Background: an optimization exercise with open tools, aiming at small area, a short achievable clock period and few clock cycles. Do not read the settings as production practice.
The RTL was checked by simulation tests, not by an equivalence proof against the original design.

==> run a <==
Design fp32_mac_core, start of the top module:
module fp32_mac_core #(
   parameter logic [31:0] CANON_NAN = 32'h7FC00000
) (
   input  logic        CLK_I,
   input  logic        RSTL_I,
   input  logic        IN_VALID_I,
   input  logic [95:0] IN_DATA_I,
   output logic        IN_READY_O,
   output logic        OUT_VALID_O,
   input  logic        OUT_READY_I,
   output logic [31:0] OUT_DATA_O,
   output logic        OVERRUN_O
);
Settings: LEC_CHECK=0, CAP_MARGIN=20, CORE_MARGIN=2, CORE_UTILIZATION=40, SLEW_MARGIN=20; clock period 10.0 ns.
run.sh (not shown) runs the stock make flow with config.mk's settings and CLKGATE_MAP_FILE= SYNTH_SCRIPT=/design/flow/synth_recipe.tcl, a recipe that flattens the netlist after the stock synthesis.
==> inputs of run b, as changes to run a <==
--- a/flow/design.v
+++ b/flow/design.v
@@ -433,15 +433,19 @@
    assign b_inf    = (b[30:23] == 8'hFF) && (b[22:13] == 10'd0) && blo_zero;
    assign c_inf    = (c[30:23] == 8'hFF) && (c[22:0] == 23'd0);
    assign a_nan    = (a[30:23] == 8'hFF) && (a[22:0] != 23'd0);
    assign b_nan    = (b[30:23] == 8'hFF) && !b_inf;
    assign c_nan    = (c[30:23] == 8'hFF) && (c[22:0] != 23'd0);
    assign mul_sign = a[31] ^ b[31];
    assign ep_m     = {2'b00, a[30:23]} + {2'b00, b[30:23]} - 10'd127;
-   assign t_m      = {3'b000, c[30:23]} + 11'd127 - {3'b000, a[30:23]} - {3'b000, b[30:23]};
+   logic [10:0] t1;
+   always_ff @(posedge CLK_I) begin
+      t1 <= {3'b000, c[30:23]} + 11'd127 - {3'b000, a[30:23]} - {3'b000, b[30:23]};
+   end
+   assign t_m      = t1;
    always_comb begin
       kind_m  = K_NUM;
       ksign_m = 1'b0;
       kill_m  = 1'b0;
       if (a_nan || b_nan || c_nan || (a_inf && b_zero) || (b_inf && a_zero) ||
           ((a_inf || b_inf) && c_inf && (mul_sign != c[31])))
          kind_m = K_NAN;
@@ -452,46 +456,56 @@
       end else if (a_zero || b_zero) begin
          if (c_zero) begin
             kind_m = K_ZERO; ksign_m = c[31];
          end else
             kill_m = 1'b1;
       end
    end
+   logic [14:0] sk_m;        
+   logic [2:0] dp_m, dz_m;
+   always_comb begin
+      for (int k = 0; k < 3; k++) begin
+         logic [10:0] d, m;
+         d = t_m - 11'(k);
+         m = d[10] ? (11'd0 - d) : d;
+         sk_m[5*k +: 5] = (m > 11'd31) ? 5'd31 : m[4:0];
+         dp_m[k] = ~d[10] & (d != 11'd0);
+         dz_m[k] = (d == 11'd0);
+      end
+   end
    logic [34:0] s2, c2;
    logic        cy2, st2;
    logic [9:0]  ep2;
-   logic [10:0] t2;
+   logic [14:0] sk2;
+   logic [2:0]  dp2, dz2;
    logic        ps2;
    logic [31:0] cc2;
    logic [1:0]  kind2;
    logic        ks2, kill2;
    always_ff @(posedge CLK_I) begin
       s2    <= ts[34:0];
       c2    <= tc[34:0];
       cy2   <= lo13_c;
       st2   <= |lo13;
       ep2   <= ep_m;
-      t2    <= t_m;
+      sk2   <= sk_m;
+      dp2   <= dp_m;
+      dz2   <= dz_m;
       ps2   <= mul_sign;
       cc2   <= c;
       kind2 <= kind_m;
       ks2   <= ksign_m;
       kill2 <= kill_m;
    end
    logic [34:0] q;             
    logic        q_co;
    logic [23:0] pr_m;
    logic        pr_g, pr_st, pr_inc, pr_ovf;
    logic [22:0] pr_r;
    logic [23:0] rm;
-   logic [9:0]  re;
-   logic [1:0]  rk;
-   logic [10:0] dk0, dk1, dk2, dsel, dneg;
-   logic        dpos, dzero;
-   logic [4:0]  shamt;
    ks_add #(35, 6) u_qadd (.a(s2), .b(c2), .ci(cy2), .s(q), .co(q_co));
    always_comb begin
       if (q[34]) begin
          pr_m  = q[34:11];
          pr_g  = q[10];
          pr_st = (|q[9:0]) | st2;
       end else begin
@@ -500,76 +514,66 @@
          pr_st = (|q[8:0]) | st2;
       end
    end
    assign pr_inc = pr_g & (pr_st | pr_m[0]);
    assign pr_ovf = pr_inc & (&pr_m);
    inc_pfx #(23, 5) u_pinc (.a(pr_m[22:0]), .ci(pr_inc), .s(pr_r));
    assign rm = {1'b1, pr_r};
-   assign rk  = {1'b0, q[34]} + {1'b0, pr_ovf};
-   assign dk0 = t2;
-   assign dk1 = t2 - 11'd1;
-   assign dk2 = t2 - 11'd2;
-   logic [9:0] ek0, ek1, ek2;
-   assign ek0 = ep2;
-   assign ek1 = ep2 + 10'd1;
-   assign ek2 = ep2 + 10'd2;
+   logic [4:0] sha, shb;
+   logic       dpa, dpb, dza, dzb;
    always_comb begin
-      case (rk)
-         2'd0:    begin dsel = dk0; re = ek0; end
-         2'd1:    begin dsel = dk1; re = ek1; end
-         default: begin dsel = dk2; re = ek2; end
-      endcase
-   end
-   function automatic logic [4:0] sat_abs(input logic [10:0] d);
-      logic [10:0] m;
-      m = d[10] ? (11'd0 - d) : d;
-      if (m > 11'd31) sat_abs = 5'd31;
-      else            sat_abs = m[4:0];
-   endfunction
-   logic [4:0] sk0, sk1, sk2;
-   assign sk0 = sat_abs(dk0);
-   assign sk1 = sat_abs(dk1);
-   assign sk2 = sat_abs(dk2);
-   always_comb begin
-      case (rk)
-         2'd0:    shamt = sk0;
-         2'd1:    shamt = sk1;
-         default: shamt = sk2;
-      endcase
+      if (q[34]) begin
+         sha = sk2[9:5];   dpa = dp2[1]; dza = dz2[1];
+         shb = sk2[14:10]; dpb = dp2[2]; dzb = dz2[2];
+      end else begin
+         sha = sk2[4:0];   dpa = dp2[0]; dza = dz2[0];
+         shb = sk2[9:5];   dpb = dp2[1]; dzb = dz2[1];
+      end
    end
-   assign dpos  = ~dsel[10] & (dsel != 11'd0);
-   assign dzero = (dsel == 11'd0);
    logic [23:0] rm3;
-   logic [9:0]  re3;
+   logic [9:0]  ep3;
+   logic        n3, ovf3;
    logic        ps3;
    logic [31:0] cc3;
    logic [1:0]  kind3;
    logic        ks3, kill3;
-   logic        dpos3, dzero3;
-   logic [4:0]  sh3;
+   logic        dpa3, dpb3, dza3, dzb3;
+   logic [4:0]  sha3, shb3;
    always_ff @(posedge CLK_I) begin
       if (en3) begin
          rm3    <= rm;
-         re3    <= re;
+         ep3    <= ep2;
+         n3     <= q[34];
+         ovf3   <= pr_ovf;
          ps3    <= ps2;
          cc3    <= cc2;
          kind3  <= kind2;
          ks3    <= ks2;
          kill3  <= kill2;
-         dpos3  <= dpos;
-         dzero3 <= dzero;
-         sh3    <= shamt;
+         dpa3   <= dpa;
+         dpb3   <= dpb;
+         dza3   <= dza;
+         dzb3   <= dzb;
+         sha3   <= sha;
+         shb3   <= shb;
       end
    end
    logic [23:0] c_man, sm_in, lg_m;
    logic        c_nz, c_gt, c_bigger, sm_ok;
    logic [26:0] al_x, al_sh, al_mask, al_small;
    logic        al_st;
    logic [24:0] cmp_d;
    logic        cmp_co;
+   logic       dpos3, dzero3;
+   logic [4:0] sh3;
+   logic [9:0] re3;
+   assign dpos3  = ovf3 ? dpb3 : dpa3;
+   assign dzero3 = ovf3 ? dzb3 : dza3;
+   assign sh3    = ovf3 ? shb3 : sha3;
+   assign re3    = ep3 + {9'd0, n3} + {9'd0, ovf3};
    assign c_nz  = (cc3[30:23] != 8'h00);
    assign c_man = {c_nz, cc3[22:0]};
    ks_add #(24, 5) u_cmp (.a(rm3), .b(~c_man), .ci(1'b1), .s(cmp_d[23:0]), .co(cmp_co));
    assign c_gt     = ~cmp_co;
    assign c_bigger = kill3 | (c_nz & (dpos3 | (dzero3 & c_gt)));
    assign sm_ok    = c_nz & ~kill3;
    assign sm_in   = (dpos3 ? rm3 : c_man) & {24{sm_ok}};
@@ -604,73 +608,70 @@
    logic [26:0] add_s;
    logic        add_co;
    logic [27:0] add_sum;
    logic [26:0] pre;
    logic [4:0]  lz;
    ks_add #(27, 5) u_add (.a({lg4, 3'b000}), .b(sm4 ^ {27{sub4}}), .ci(sub4), .s(add_s), .co(add_co));
    assign add_sum = {add_co & ~sub4, add_s};
-   always_comb begin
-      lz = 5'd27;
-      for (int i = 0; i < 27; i++)
-         if (add_sum[i]) lz = 5'(26 - i);
-   end
+   lzc32 u_lzc (.x({add_sum[26:0], 5'b10000}), .n(lz));
+   logic [9:0] e4p1;
+   assign e4p1 = e4 + 10'd1;
    assign pre = add_sum[27] ? {add_sum[27:2], add_sum[1] | add_sum[0]} : add_sum[26:0];
    logic [26:0] pre5;
    logic [4:0]  lz5;
-   logic        up5;
    logic [9:0]  e5;
    logic        s5;
    logic [1:0]  kind5;
    logic        ks5;
    always_ff @(posedge CLK_I) begin
       if (en5) begin
          pre5  <= pre;
          lz5   <= add_sum[27] ? 5'd0 : lz;
-         up5   <= add_sum[27];
-         e5    <= e4;
+         e5    <= add_sum[27] ? e4p1 : e4;
          s5    <= s4;
          kind5 <= kind4;
          ks5   <= ks4;
       end
    end
    logic [26:0] norm;
-   logic [9:0]  ne, ne1;
+   logic [9:0]  ne;
+   logic        ne_co;
+   logic [7:0]  ne_p1;
    logic [22:0] rn_r;
    logic        rn_inc, rn_ovf, zero5;
-   logic        big0, big1, small0, small1, ovr, unr;
-   logic [9:0]  rnd_e;
+   logic        ge254, ge255, le0, ovr, unr;
+   logic [7:0]  rnd_e;
    logic [31:0] res;
    assign norm   = pre5 << lz5;
    assign rn_inc = norm[2] & (norm[1] | norm[0] | norm[3]);
    assign rn_ovf = rn_inc & (&norm[26:3]);
    inc_pfx #(23, 5) u_rinc (.a(norm[25:3]), .ci(rn_inc), .s(rn_r));
-   assign zero5  = ~up5 & (lz5 == 5'd27);
-   assign ne     = e5 + {9'd0, up5} - {5'd0, lz5};
-   assign ne1    = ne + 10'd1;
-   assign big0   = ~ne[9]  & (ne  >= 10'd255);
-   assign big1   = ~ne1[9] & (ne1 >= 10'd255);
-   assign small0 = ne[9]  | (ne  == 10'd0);
-   assign small1 = ne1[9] | (ne1 == 10'd0);
-   assign ovr    = rn_ovf ? big1 : big0;
-   assign unr    = rn_ovf ? small1 : small0;
-   assign rnd_e  = rn_ovf ? ne1 : ne;
+   assign zero5 = (lz5 == 5'd27);
+   ks_add #(10, 4) u_ne (.a(e5), .b(~{5'd0, lz5}), .ci(1'b1), .s(ne), .co(ne_co));
+   assign ne_p1 = ne[7:0] + 8'd1;
+   assign ge255 = ~ne[9] & (ne[8] | (&ne[7:0]));
+   assign ge254 = ~ne[9] & (ne[8] | (&ne[7:1]));
+   assign le0   = ne[9] | (ne == 10'd0);
+   assign ovr   = rn_ovf ? ge254 : ge255;
+   assign unr   = rn_ovf ? ne[9] : le0;
+   assign rnd_e = rn_ovf ? ne_p1 : ne[7:0];
    always_comb begin
       case (kind5)
          K_NAN:  res = CANON_NAN;
          K_INF:  res = {ks5, 8'hFF, 23'd0};
          K_ZERO: res = {ks5, 31'd0};
          default:
             if (zero5)
                res = 32'd0;
             else if (ovr)
                res = {s5, 8'hFF, 23'd0};
             else if (unr)
                res = {s5, 31'd0};
             else
-               res = {s5, rnd_e[7:0], rn_r};
+               res = {s5, rnd_e, rn_r};
       endcase
    end
    always_ff @(posedge CLK_I) begin
       if (en_o) OUT_DATA_O <= res;
    end
 endmodule
 module ks_add #(
@@ -718,14 +719,42 @@
       t[0] = a;
       for (int l = 0; l < L; l++)
          for (int i = 0; i < W; i++)
             t[l+1][i] = (i >= (1 << l)) ? (t[l][i] & t[l][i - (1 << l)]) : t[l][i];
    end
    assign s = a ^ ({t[L][W-2:0], 1'b1} & {W{ci}});
 endmodule
+module lzc32 (
+   input  logic [31:0] x,
+   output logic [4:0]  n
+);
+   logic [15:0] v1;  logic [15:0] c1;          
+   logic [7:0]  v2;  logic [15:0] c2;          
+   logic [3:0]  v3;  logic [11:0] c3;          
+   logic [1:0]  v4;  logic [7:0]  c4;          
+   always_comb begin
+      for (int g = 0; g < 16; g++) begin
+         v1[g] = x[2*g+1] | x[2*g];
+         c1[g] = ~x[2*g+1];
+      end
+      for (int g = 0; g < 8; g++) begin
+         v2[g] = v1[2*g+1] | v1[2*g];
+         c2[2*g +: 2] = v1[2*g+1] ? {1'b0, c1[2*g+1]} : {1'b1, c1[2*g]};
+      end
+      for (int g = 0; g < 4; g++) begin
+         v3[g] = v2[2*g+1] | v2[2*g];
+         c3[3*g +: 3] = v2[2*g+1] ? {1'b0, c2[2*(2*g+1) +: 2]} : {1'b1, c2[2*(2*g) +: 2]};
+      end
+      for (int g = 0; g < 2; g++) begin
+         v4[g] = v3[2*g+1] | v3[2*g];
+         c4[4*g +: 4] = v3[2*g+1] ? {1'b0, c3[3*(2*g+1) +: 3]} : {1'b1, c3[3*(2*g) +: 3]};
+      end
+      n = v4[1] ? {1'b0, c4[7:4]} : {1'b1, c4[3:0]};
+   end
+endmodule
 module mul_tree (
    input  logic [334:0] x,
    output logic [36:0] s,
    output logic [36:0] c
 );
    wire hs1, hc2;
    assign hs1 = x[7] ^ x[30];
==> flow/flow/run.sh (new file) <==
#!/bin/bash
# The standard layout (standard.sh: the standard synthesis and ORFS flow, unchanged),
# with a tighter setup target for the timing repair steps: repair_timing works until the
# setup slack at the fixed 10 ns clock is at least SETUP_SLACK_MARGIN.
set -euo pipefail
MARGIN=$(cat flow/margin.txt)
bash standard.sh SETUP_SLACK_MARGIN=$MARGIN finish > standard_flow.log 2>&1
==> flow/flow/margin.txt (new file) <==
6.0
==> flow/standard.sh (new file) <==
#!/bin/bash
# synth_recipe.tcl (not shown) runs the flow's synth.tcl, then flattens the netlist and writes it again
# the make line also repeats each setting of config.mk as NAME=value (left out here)
make -C /OpenROAD-flow-scripts/flow DESIGN_CONFIG=/design/flow/config.mk WORK_HOME=/design/flow/orfs CLKGATE_MAP_FILE= SYNTH_SCRIPT=/design/flow/synth_recipe.tcl "${@:-finish}"
Settings changed: CTS_BUF_LIST set to sky130_fd_sc_hd__clkbuf_8.
removed: flow/run.sh
==> comparison <==
Run a went through all stages and came out clean. Run b ran to the end with no violations. Against run b, the sequential share of layout area of run a is higher by 0.26 points. Between run a and run b, the lower sequential cell count is in run a (gap 29). Against run b, the global-route usage of run a is lower by 1.2 points. Of run b and run a, run a has the higher hold slack (gap 0.010 ns).
==> figures <==
item                                             run a       run b
Startpoint of the tightest hold check path       c[10]       c[15]
Antenna cell count                                   0           2
Met1 Routed Length                            39500 um    44000 um
Ratio of layout area to synthesized area        1.108x      1.157x
Number of non-clock inverters                      424         419
Result of the run     no timing/DRC/antenna violations  no timing/DRC/antenna violations
Worst-case hold slack                         0.373 ns    0.363 ns
DR iter-0 viols                                   1660        1910
Testbench counts of run a, summed over its fixed seeds: cycles 4,848.
Testbench counts of run b, summed over its fixed seeds: cycles 4,848.

[afterwards: timing with drivers on the ports]
No port has a modelled driver above. Below, the same layouts with a new extraction and two added sets of constraints.
Step 1 sets driving cells, clkbuf_16 on the clock port and buf_2 on the other inputs (assumed; they add their load-dependent delay and slew).
Step 2, shift: input delay + t, output delay - t, t = (earliest + latest rising clock arrival at the registers) / 2. This alone moves slack from input paths to output paths.
Slacks: no drivers / after step 1 / after step 2; pairs: no drivers / after step 1.
run	t (ns)	setup WS [ns]	hold WS [ns]	cell pins on the clock port's net
run a	0.664	3.528 / 3.528 / 3.528	0.373 / 0.373 / 0.373	1
run b	0.763	5.849 / 5.849 / 5.849	0.363 / 0.363 / 0.363	1
After both steps setup and hold are still met in every run listed.
